Context: an optimization exercise on an open-source flow, tuned for small area, a short achievable clock period and few clock cycles. The choices shown serve that exercise and are no tape-out recipe. In this exercise RTL edits were held to simulation tests only and were not proved equivalent to the original. No activity file was given, so power comes from the tool's default toggle rates.

Design mem_unit, start of the top module:
module mem_unit (
  input  logic                   clk_in,
  input  logic                   rst_in,
  input  logic                   rdy_in,
  input  logic                   fetch_en,
  input  mem_pkg::addr_t         fetch_addr,
  output logic                   fetch_done,
  output mem_pkg::word_t         fetch_data,
  input  logic                   load_en,
  input  mem_pkg::addr_t         load_addr,
  input  mem_pkg::size_t         load_size,
  output logic                   load_done,
  output mem_pkg::word_t         load_data,
  input  logic                   store_en,
  input  mem_pkg::addr_t         store_addr,
  input  mem_pkg::size_t         store_size,
  input  mem_pkg::word_t         store_data,
  output logic                   store_done,
  input  logic                   flush_in,
  input  logic                   io_buffer_full,
  input  mem_pkg::byte_t         mem_din,
  output mem_pkg::byte_t         mem_dout,
  output mem_pkg::addr_t         mem_a,
  output logic                   mem_wr
);
Size in the first run: ~0.0072 mm^2 of cells after synthesis.
clock: 5.0 ns
lec_check: 0
cap_margin: 20
core_margin: 2
core_utilization: 40
setup_slack_margin: 2.6
slew_margin: 20
run.sh (not shown) runs the stock make flow with config.mk's settings and CLKGATE_MAP_FILE= SYNTH_SCRIPT=/design/flow/synth_recipe.tcl, a recipe that flattens the netlist after the stock synthesis.
The baseline passed the timing, DRC and antenna checks.
Testbench counts at the start, summed over its fixed seeds: cycles 66,661.
Change:
==> flow/flow/run.sh (new file) <==
#!/bin/bash
# Standard layout, with the port buffers made of plain buf_1 cells
# (the default pick is the slower and larger clkdlybuf4s50_1); the
# resizer still sizes them up where timing or slew needs it.
set -euo pipefail
export BUFFER_PORTS_ARGS="-buffer_cell sky130_fd_sc_hd__buf_1"
bash standard.sh > flow_make.log 2>&1
==> flow/standard.sh (new file) <==
#!/bin/bash
# synth_recipe.tcl (not shown) runs the flow's synth.tcl, then flattens the netlist and writes it again
# the make line also repeats each setting of config.mk as NAME=value (left out here)
make -C /OpenROAD-flow-scripts/flow DESIGN_CONFIG=/design/flow/config.mk WORK_HOME=/design/flow/orfs CLKGATE_MAP_FILE= SYNTH_SCRIPT=/design/flow/synth_recipe.tcl "${@:-finish}"
removed: flow/run.sh
=>
- The new run passed the timing, DRC and antenna checks
- critical path depth goes down by 1
- routed wire length goes down by 6.8%
- final area goes down by 13%


== rev 12 ==
The RTL this note starts from:
==> flow/design.v <==
`timescale 1ns/1ps
`default_nettype none
package mem_pkg;
  typedef logic [31:0] addr_t;
  typedef logic [31:0] word_t;
  typedef logic [7:0]  byte_t;
  typedef logic [1:0]  size_t;
  localparam logic [1:0] IO_SELECT = 2'b11;  
endpackage
`default_nettype wire
`timescale 1ns/1ps
`default_nettype none
module mem_unit (
  input  logic                   clk_in,
  input  logic                   rst_in,
  input  logic                   rdy_in,
  input  logic                   fetch_en,
  input  mem_pkg::addr_t         fetch_addr,
  output logic                   fetch_done,
  output mem_pkg::word_t         fetch_data,
  input  logic                   load_en,
  input  mem_pkg::addr_t         load_addr,
  input  mem_pkg::size_t         load_size,
  output logic                   load_done,
  output mem_pkg::word_t         load_data,
  input  logic                   store_en,
  input  mem_pkg::addr_t         store_addr,
  input  mem_pkg::size_t         store_size,
  input  mem_pkg::word_t         store_data,
  output logic                   store_done,
  input  logic                   flush_in,
  input  logic                   io_buffer_full,
  input  mem_pkg::byte_t         mem_din,
  output mem_pkg::byte_t         mem_dout,
  output mem_pkg::addr_t         mem_a,
  output logic                   mem_wr
);
  logic        f_out;       
  logic        s_val;       
  logic [15:0] sw;
  logic [2:0]  fc;
  logic        fdin;        
  logic        f_sub;       
  logic [31:0] ra;
  logic        d_busy;
  logic        d_run;       
  logic        own;         
  logic        own_w;       
  logic        d_wr;        
  logic        d_io;        
  logic [17:0] d_q;         
  logic [1:0]  d_idx;       
  logic [1:0]  d_last;      
  logic [31:0] sd;          
  logic [3:0]  wb;          
  logic        ldin;        
  logic        l_fin;       
  logic        ls1, ls2, ls4;  
  logic        d_req;
  logic [1:0]  req_size, req_last;
  logic [17:0] req_addr;
  logic        req_io;
  logic        d_go;        
  logic        d_end;       
  logic        l_start;     
  logic        f_new;       
  logic        c_out;       
  logic        f_go0;       
  logic        f_done0;     
  logic [2:0]  fc0;
  logic [15:0] sw0;
  logic        n_busy, n_run, n_wr, n_io, n_fout, n_own;
  logic        f_hold;      
  logic [2:0]  fc_h;
  logic [1:0]  n_idx, n_last;
  logic [2:0]  n_fc;
  assign d_req    = load_en || store_en;
  assign req_size = load_en ? load_size : store_size;
  assign req_last = req_size[1] ? 2'd3 : {1'b0, req_size[0]};
  assign req_addr = load_en ? load_addr[17:0] : store_addr[17:0];
  assign req_io   = (req_addr[17:16] == mem_pkg::IO_SELECT);
  assign d_go     = own && !(d_wr && d_io && io_buffer_full);
  assign d_end    = d_go && d_idx == d_last;
  assign c_out    = fetch_en || (f_out && !flush_in);
  assign f_go0    = !own && !fc[2] && (c_out || s_val);
  assign l_start  = own && !d_run && !d_wr;
  assign f_done0  = c_out && ((fc[2] && !l_start) || (f_go0 && fc == 3'd3));
  assign fc0      = f_done0 ? 3'd0 : fc + {2'd0, f_go0};
  assign sw0      = f_done0 ? sw + 16'd1 : sw;
  assign f_new    = fetch_en && !(s_val && fetch_addr[17:2] == sw);
  assign mem_a    = {14'd0, own ? d_q : {sw, fc[1:0]}};
  assign mem_dout = ({8{wb[0]}} & sd[7:0])   | ({8{wb[1]}} & sd[15:8]) |
                    ({8{wb[2]}} & sd[23:16]) | ({8{wb[3]}} & sd[31:24]);
  assign mem_wr   = rdy_in && own_w && !(d_io && io_buffer_full);
  assign fetch_data = {({8{f_sub}} & mem_din) | ra[31:24], ra[23:0]};
  assign load_data[7:0]   = ({8{ls1}} & mem_din) | ra[7:0];
  assign load_data[15:8]  = ({8{ls2}} & mem_din) | ra[15:8];
  assign load_data[23:16] = ra[23:16];
  assign load_data[31:24] = {8{ls4}} & mem_din;
  logic [1:0] f_lane, l_lane;
  assign f_lane = fc[1:0] - 2'd1;
  assign l_lane = d_idx - 2'd1;
  always_ff @(posedge clk_in)
  begin
    if (fdin)
      ra[8*f_lane +: 8] <= mem_din;
    if (ldin && !l_fin)
      ra[8*l_lane +: 8] <= mem_din;
    if (rdy_in && l_start)
    begin
      if (d_last == 2'd0)
        ra[7:0] <= 8'd0;
      if (!d_last[1])
        ra[23:8] <= 16'd0;
    end
    if (rdy_in && f_go0 && c_out && fc == 3'd3 && !f_new)
      ra[31:24] <= 8'd0;
    if (rdy_in && store_en)
      sd <= store_data;
  end
  always_comb
  begin
    n_busy = d_busy;
    n_run  = d_run;
    n_wr   = d_wr;
    n_io   = d_io;
    n_idx  = d_idx;
    n_last = d_last;
    n_fout = f_out;
    n_fc   = fc;
    if (!rdy_in)
    begin
      if (l_fin)
      begin
        n_busy = 1'b1;
        n_run  = 1'b1;
      end
    end
    else
    begin
      if (d_req)
      begin
        n_busy = 1'b1;
        n_run  = 1'b0;
        n_wr   = store_en;
        n_io   = req_io;
        n_idx  = 2'd0;
        n_last = req_last;
      end
      else if (own)
      begin
        n_run = 1'b1;
        if (d_end)
        begin
          n_busy = 1'b0;
          n_wr   = 1'b0;
        end
        else if (d_go)
          n_idx = d_idx + 2'd1;
      end
      n_fout = f_new || (c_out && !f_done0);
      n_fc   = (f_new || l_start) ? 3'd0 :
               (fetch_en && f_done0) ? 3'd4 : fc0;
    end
    fc_h   = fc + {2'd0, !own && !fc[2]};
    f_hold = (fetch_en || f_out) && fc_h != 3'd0 && !fc_h[2];
    if (!rdy_in)
      n_own = own || l_fin;
    else
      n_own = n_busy && (n_run || !f_hold);
  end
  always_ff @(posedge clk_in)
  begin
    if (rst_in)
    begin
      f_out      <= 1'b0;
      s_val      <= 1'b0;
      fc         <= 3'd0;
      fdin       <= 1'b0;
      f_sub      <= 1'b0;
      ldin       <= 1'b0;
      l_fin      <= 1'b0;
      ls1        <= 1'b0;
      ls2        <= 1'b0;
      ls4        <= 1'b0;
      d_busy     <= 1'b0;
      d_run      <= 1'b0;
      own        <= 1'b0;
      own_w      <= 1'b0;
      d_wr       <= 1'b0;
      fetch_done <= 1'b0;
      load_done  <= 1'b0;
      store_done <= 1'b0;
    end
    else
    begin
      d_busy <= n_busy;
      d_run  <= n_run;
      d_wr   <= n_wr;
      d_io   <= n_io;
      d_idx  <= n_idx;
      d_last <= n_last;
      f_out  <= n_fout;
      fc     <= n_fc;
      own    <= n_own;
      own_w  <= n_own && n_wr;
      wb     <= 4'b0001 << n_idx;
      if (!rdy_in)
      begin
        fdin  <= 1'b0;
        f_sub <= 1'b0;
        ldin  <= 1'b0;
        l_fin <= 1'b0;
        ls1   <= 1'b0;
        ls2   <= 1'b0;
        ls4   <= 1'b0;
        if (l_fin)
          load_done <= 1'b0;
      end
      else
      begin
        if (d_req)
          d_q <= req_addr;
        else if (d_go && !d_end)
          d_q <= d_q + 18'd1;
        ldin      <= d_go && !d_wr;
        l_fin     <= d_end && !d_wr;
        ls1       <= d_end && !d_wr && d_last == 2'd0;
        ls2       <= d_end && !d_wr && d_last == 2'd1;
        ls4       <= d_end && !d_wr && d_last[1];
        load_done <= d_end && !d_wr;
        store_done <= (n_own && n_wr && !n_io && n_idx == n_last) ||
                      (d_end && d_wr && d_io);
        fdin       <= f_go0 && !f_new;
        f_sub      <= f_go0 && c_out && fc == 3'd3 && !f_new;
        fetch_done <= f_done0 && !f_new;
        sw         <= fetch_en ? fetch_addr[17:2] : sw0;
        if (fetch_en)
          s_val <= 1'b1;
      end
    end
  end
endmodule
`default_nettype wire
clock: 5.0 ns
lec_check: 0
cap_margin: 20
core_margin: 2
core_utilization: 40
cts_buf_list: sky130_fd_sc_hd__clkbuf_4 sky130_fd_sc_hd__clkbuf_8
cts_cluster_diameter: 150
cts_cluster_size: 40
setup_slack_margin: 2.4
slew_margin: 20
standard.sh (not shown) runs the stock make flow with config.mk's settings and CLKGATE_MAP_FILE= SYNTH_SCRIPT=/design/flow/synth_recipe.tcl, a recipe that flattens the netlist after the stock synthesis.
==> flow/flow/run.sh <==
#!/bin/bash
# Standard layout, with the port buffers made of plain buf_1 cells
# (the default pick is the slower and larger clkdlybuf4s50_1); the
# resizer still sizes them up where timing or slew needs it.
set -euo pipefail
export BUFFER_PORTS_ARGS="-buffer_cell sky130_fd_sc_hd__buf_1"
bash standard.sh > flow_make.log 2>&1
Rev 12 finished every step from synthesis to the final layout, and the layout passed the timing, DRC and antenna checks.
Testbench counts of rev 12, summed over its fixed seeds: cycles 65,049.
What rev 13 does differently from rev 12 at the input level:
Settings: PLACE_DENSITY now 0.8, previously not set; SETUP_SLACK_MARGIN now 2.5, was 2.4.
==> run summary <==
Result for rev 12 and rev 13: all clean
[compare] base=rev 12 new=rev 13: core utilization went up; via count of the first global-routing pass has increased; area of all placed cells without fillers rose by about 5.6%; power went up.
~same footprint of the flip-flops and latches in rev 12 and rev 13
Compared with rev 12, rev 13 shows switching component of the power that has gone up by a few percent.

-- what the ideal ports hide --
How much do the figures lean on ideal ports? The routed layouts below were timed once more, with nothing changed but the port constraints.
Step 1 sets driving cells, clkbuf_16 on the clock port and buf_2 on the other inputs (assumed; they add their load-dependent delay and slew).
Step 2 adds t to the input delays and takes it off the output delays; t is the mean of the earliest and latest rising clock arrival at the registers after step 1. Input paths then give back, and output paths get back, about the clock's delay inside the block.
a / b / c = ideal / step 1 / step 2; a / b = the first two.
run	t, ns	setup WS [ns]	worst hold slack (ns)	latest minus earliest clock arrival (ns)	cell pins on the clock port's net
the first run of note 1	0.460	2.464 / 2.422 / 2.034	0.496 / 0.496 / 0.496	0.008 / 0.008	1
the second run of note 1	0.446	2.486 / 2.432 / 2.259	0.488 / 0.488 / 0.488	0.010 / 0.010	1
rev 12	0.467	2.462 / 2.425 / 2.109	0.478 / 0.478 / 0.478	0.014 / 0.015	1
rev 13	0.479	2.472 / 2.434 / 2.182	0.465 / 0.465 / 0.465	0.016 / 0.017	1
After both steps every run listed still meets setup and hold. For the first run of note 1, which loses most, drivers alone change the setup slack by -0.042 ns; drivers and shift together by -0.430 ns.
